This is an optimization exercise on Yosys and OpenROAD, whose aim is small area, not a production implementation. Power and IR drop assume default switching activity.

==> flow/design.v <==
`default_nettype none
package rv32_pkg;
    localparam logic [6:0] OPC_OP     = 7'b0110011;
    localparam logic [6:0] OPC_OP_IMM = 7'b0010011;
    localparam logic [6:0] OPC_LUI    = 7'b0110111;
    localparam logic [6:0] OPC_AUIPC  = 7'b0010111;
    localparam logic [6:0] OPC_BRANCH = 7'b1100011;
    localparam logic [6:0] OPC_JAL    = 7'b1101111;
    localparam logic [6:0] OPC_JALR   = 7'b1100111;
endpackage
`default_nettype wire
`timescale 1ns/1ns
`default_nettype none
module rv32i_core #(
    parameter logic [31:0] RESET_PC = '0
) (
    input  logic             clk,
    input  logic             rst,
    output logic [31:0]      imem_addr,
    input  logic [31:0]      imem_data,
    output logic             wb_valid,
    output logic [4:0]       wb_rd,
    output logic [31:0]      wb_data
);
    localparam logic [2:0] S_FETCH = 3'd0;   
    localparam logic [2:0] S_LD2   = 3'd1;   
    localparam logic [2:0] S_K0    = 3'd2;   
    localparam logic [2:0] S_K1    = 3'd3;
    localparam logic [2:0] S_K2    = 3'd4;
    localparam logic [2:0] S_K3    = 3'd5;
    logic [4:0] p;
    logic [2:0] st;
    logic       clr;       
    logic       last;      
    assign last = &p;
    logic [31:0] ins;
    logic [2:0]  f3;
    logic [4:0]  rd;
    logic        is_op, is_opimm, is_lui, is_auipc, is_br, is_jal, is_jalr;
    logic        is_alu, is_shift, is_slt, is_jump, writes, rdnz, uses2;
    assign ins      = imem_data;
    assign f3       = ins[14:12];
    assign rd       = ins[11:7];
    assign is_op    = ins[6:0] == rv32_pkg::OPC_OP;
    assign is_opimm = ins[6:0] == rv32_pkg::OPC_OP_IMM;
    assign is_lui   = ins[6:0] == rv32_pkg::OPC_LUI;
    assign is_auipc = ins[6:0] == rv32_pkg::OPC_AUIPC;
    assign is_br    = ins[6:0] == rv32_pkg::OPC_BRANCH;
    assign is_jal   = ins[6:0] == rv32_pkg::OPC_JAL;
    assign is_jalr  = ins[6:0] == rv32_pkg::OPC_JALR;
    assign is_alu   = is_op || is_opimm;
    assign is_shift = is_alu && f3[1:0] == 2'b01;
    assign is_slt   = is_alu && f3[2:1] == 2'b01;
    assign is_jump  = is_jal || is_jalr;
    assign writes   = is_alu || is_lui || is_auipc || is_jump;
    assign rdnz     = rd != 5'd0;
    assign uses2    = is_op || is_br;
    logic f_ld2, f_exec, f_cmp, f_copy, f_shift, f_wb, f_npc;
    always_comb begin
        f_ld2   = 1'b0;
        f_exec  = 1'b0;
        f_cmp   = 1'b0;
        f_copy  = 1'b0;
        f_shift = 1'b0;
        f_wb    = 1'b0;
        f_npc   = 1'b0;
        if (!clr) begin
            f_ld2 = st == S_LD2;
            if (is_shift) begin
                f_copy  = st == S_K0;
                f_shift = st == S_K1;
                f_wb    = st == S_K2;
                f_npc   = st == S_K3;
            end else if (is_slt) begin
                f_cmp   = st == S_K0;
                f_exec  = st == S_K1;
                f_npc   = st == S_K2;
            end else if (is_br) begin
                f_cmp   = st == S_K0;
                f_npc   = st == S_K1;
            end else begin
                f_exec  = st == S_K0;
                f_npc   = st == S_K1;
            end
        end
    end
    always_ff @(posedge clk) begin
        if (rst) begin
            p   <= 5'd0;
            st  <= S_FETCH;
            clr <= 1'b1;
        end else begin
            p <= p + 5'd1;
            if (last) begin
                clr <= 1'b0;
                if (clr || f_npc) st <= S_FETCH;
                else if (st == S_FETCH) st <= uses2 ? S_LD2 : S_K0;
                else st <= st + 3'd1;
            end
        end
    end
    logic [31:0] rbit;        
    logic        rd_we;       
    logic        rd_in;       
    logic [3:0]  wsel_hi;     
    logic [7:0]  wsel_lo;     
    assign rbit[0] = 1'b0;
    always_comb begin
        for (int i = 0; i < 4; i++) wsel_hi[i] = clr || (rd_we && rd[4:3] == i[1:0]);
        for (int i = 0; i < 8; i++) wsel_lo[i] = clr || rd[2:0] == i[2:0];
    end
    for (genvar r = 1; r < 32; r++) begin : g_reg
        logic [31:0] ring;
        always_ff @(posedge clk) begin
            ring <= {(wsel_hi[r / 8] && wsel_lo[r % 8]) ? (rd_in && !clr) : ring[0],
                     ring[31:1]};
        end
        assign rbit[r] = ring[0];
    end
    logic [4:0] sel;
    logic       ra;
    always_comb begin
        if (f_ld2) sel = ins[24:20];
        else if (f_wb || (f_npc && is_jalr && rdnz)) sel = rd;
        else sel = ins[19:15];
    end
    assign ra = rbit[sel];
    logic [13:2] pc;
    logic [31:0] pc_full;
    logic        pc_bit;
    logic        load;
    logic [31:0] bw;           
    logic        bw_in;
    logic [31:0] bw_next;
    assign pc_full   = {18'd0, pc, 2'b00};
    assign pc_bit    = pc_full[p];
    assign load      = (clr || f_npc) && last;
    assign bw_next   = {bw_in, bw[31:1]};
    assign imem_addr = pc_full;
    always_ff @(posedge clk) begin
        if (load) pc <= bw_next[13:2];
        bw <= bw_next;
    end
    logic fmt_i, fmt_u, fmt_b, fmt_j;
    logic imm;
    assign fmt_u = is_lui || is_auipc;
    assign fmt_b = is_br;
    assign fmt_j = is_jal;
    assign fmt_i = !(fmt_u || fmt_b || fmt_j);
    always_comb begin
        if (p == 5'd0) begin
            imm = fmt_i && ins[20];
        end else if (p <= 5'd4) begin
            imm = fmt_b ? ins[7 + p] : (!fmt_u && ins[20 + p]);
        end else if (p <= 5'd10) begin
            imm = !fmt_u && ins[20 + p];
        end else if (p == 5'd11) begin
            imm = fmt_b ? ins[7] : fmt_j ? ins[20] : (fmt_i && ins[31]);
        end else if (p <= 5'd19) begin
            imm = (fmt_u || fmt_j) ? ins[p] : ins[31];
        end else begin
            imm = fmt_u ? ins[p] : ins[31];
        end
    end
    logic take;
    logic use_pc, use_four, sub;
    logic a, b, bx, cin, sum, cout;
    logic carry;
    logic neq;
    logic cond;                
    assign take = is_jump || (is_br && cond);
    assign use_pc   = f_npc ? !(take && is_jalr) : (is_auipc || is_jump);
    assign use_four = f_npc ? !take : is_jump;
    assign sub      = f_cmp || (f_exec && is_op && f3 == 3'b000 && ins[30]);
    assign a    = use_pc ? pc_bit : ra;
    assign b    = use_four ? (p == 5'd2) : (uses2 && !f_npc) ? bw[0] : imm;
    assign bx   = b ^ sub;
    assign cin  = (p == 5'd0) ? sub : carry;
    assign sum  = a ^ bx ^ cin;
    assign cout = (a & bx) | (a & cin) | (bx & cin);
    logic lt_s, lt_u, eq, cond_d;
    assign lt_u = !cout;
    assign lt_s = (a ^ b) ? a : !cout;
    assign eq   = !(neq || (a ^ b));
    always_comb begin
        case (f3)
            3'b000:  cond_d = is_br && eq;
            3'b001:  cond_d = is_br && !eq;
            3'b010:  cond_d = !is_br && lt_s;
            3'b011:  cond_d = !is_br && lt_u;
            3'b100:  cond_d = lt_s;
            3'b101:  cond_d = !lt_s;
            3'b110:  cond_d = lt_u;
            default: cond_d = !lt_u;
        endcase
    end
    always_ff @(posedge clk) begin
        carry <= cout;
        neq   <= (p != 5'd0 && neq) || (a ^ b);
        if (last && f_cmp) cond <= cond_d;
        else if (last && f_copy) cond <= a;
    end
    logic [4:0] sh;
    logic       left, arith;
    logic [4:0] tap;
    logic       valid;
    logic       shres;
    assign left  = !f3[2];
    assign arith = ins[30];
    assign tap   = left ? (5'd0 - sh) : sh;
    assign valid = left ? (p >= sh) : ({1'b0, p} + {1'b0, sh} <= 6'd31);
    assign shres = valid ? bw[tap] : (!left && arith && cond);
    always_ff @(posedge clk) begin
        if (f_copy && p < 5'd5) sh <= {b, sh[4:1]};
    end
    logic res;
    always_comb begin
        if (is_lui) begin
            res = b;
        end else if (is_slt) begin
            res = (p == 5'd0) && cond;
        end else if (is_alu) begin
            case (f3)
                3'b100:  res = a ^ b;
                3'b110:  res = a | b;
                3'b111:  res = a & b;
                default: res = sum;
            endcase
        end else begin
            res = sum;
        end
    end
    always_comb begin
        rd_we = 1'b0;
        rd_in = res;
        bw_in = res;
        if (clr) begin
            bw_in = 1'b0;
        end else if (f_ld2) begin
            bw_in = ra;
        end else if (f_exec) begin
            rd_we = writes;
            if (is_jalr) rd_in = ra;
        end else if (f_copy) begin
            bw_in = ra;
        end else if (f_shift) begin
            rd_we = 1'b1;
            rd_in = shres;
            bw_in = bw[0];
        end else if (f_wb) begin
            bw_in = ra;
        end else if (f_npc) begin
            rd_we = is_jalr;
            rd_in = bw[0];
            bw_in = sum;
        end
    end
    assign wb_valid = f_npc && p == 5'd0 && writes && rdnz;
    assign wb_rd    = rd;
    assign wb_data  = bw;
endmodule
`default_nettype wire
Settings: LEC_CHECK=0, ABC_AREA=1, CAP_MARGIN=20, CORE_MARGIN=2, CORE_UTILIZATION=40, SLEW_MARGIN=20; clock period 8.5 ns.
standard.sh (not shown) runs the stock make flow with config.mk's settings and CLKGATE_MAP_FILE= SYNTH_SCRIPT=/design/flow/synth_recipe.tcl, a recipe that flattens the netlist after the stock synthesis.
==> flow/flow/run.sh <==
#!/bin/bash
# Standard layout; CTS with large sink clusters, no dummy loads; small port buffers
export CTS_ARGS="-sink_clustering_enable -repair_clock_nets -dont_use_dummy_load -sink_clustering_size 28 -sink_clustering_max_diameter 100 -buf_list {sky130_fd_sc_hd__clkbuf_16}"
export BUFFER_PORTS_ARGS="-buffer_cell sky130_fd_sc_hd__buf_1"
bash standard.sh > standard.log 2>&1
Next try:
--- a/flow/design.v
+++ b/flow/design.v
@@ -126,5 +126,5 @@
     end
     assign ra = rbit[sel];
-    logic [13:2] pc;
+    logic [31:1] pc;
     logic [31:0] pc_full;
     logic        pc_bit;
@@ -133,11 +133,11 @@
     logic        bw_in;
     logic [31:0] bw_next;
-    assign pc_full   = {18'd0, pc, 2'b00};
+    assign pc_full   = {pc, 1'b0};
     assign pc_bit    = pc_full[p];
     assign load      = (clr || f_npc) && last;
     assign bw_next   = {bw_in, bw[31:1]};
-    assign imem_addr = pc_full;
-    always_ff @(posedge clk) begin
-        if (load) pc <= bw_next[13:2];
+    assign imem_addr = {pc, 1'b0};
+    always_ff @(posedge clk) begin
+        if (load) pc <= bw_next[31:1];
         bw <= bw_next;
     end
Final cell count rose by 4.4%.
Total power rose by about 2.5%.
Critical path depth stays the same.
Clock skew rose by 0.030 ns.
Area after synthesis rose by about 2.4%.
Final area rose by about 3%.
Non-clock buffer count rose by 16.
Maximum frequency rose by about 0.32%.
Via count rose by 7.0%.
Register-to-register slack gets better by 0.58 ns.
Setup slack gets better by 0.018 ns.
Die area rose by 2.4%.
Count of clock-buffer cells in the layout rose by 2.
Flip-flop and latch count rose by 19.
Function was not checked in any run of this note: the RTL went through the layout flow alone.

## what the ideal ports hide
The results above use ideal ports. As a check the final layouts listed here were re-extracted and re-timed, cells and wires unchanged.
Step 1 assumes that a clkbuf_16 drives the clock port and a buf_2 every other input.
Step 2 moves the port delays by t, midway between the first and last clock arrival at a register: inputs arrive t later, outputs are due t later. That takes back most of the time a late clock gives input paths.
Slacks: ideal / step 1 / step 2; pairs: ideal / step 1.
run	shift t [ns]	slack for setup (ns)	worst setup path at the end
the first run	0.625	2.751 / 2.756 / 2.132	input to register
the second run	0.623	2.770 / 2.798 / 2.175	input to register
After both steps every run listed still meets setup and hold. For the first run, which loses most, drivers alone change the setup slack by +0.005 ns; drivers and shift together by -0.619 ns.
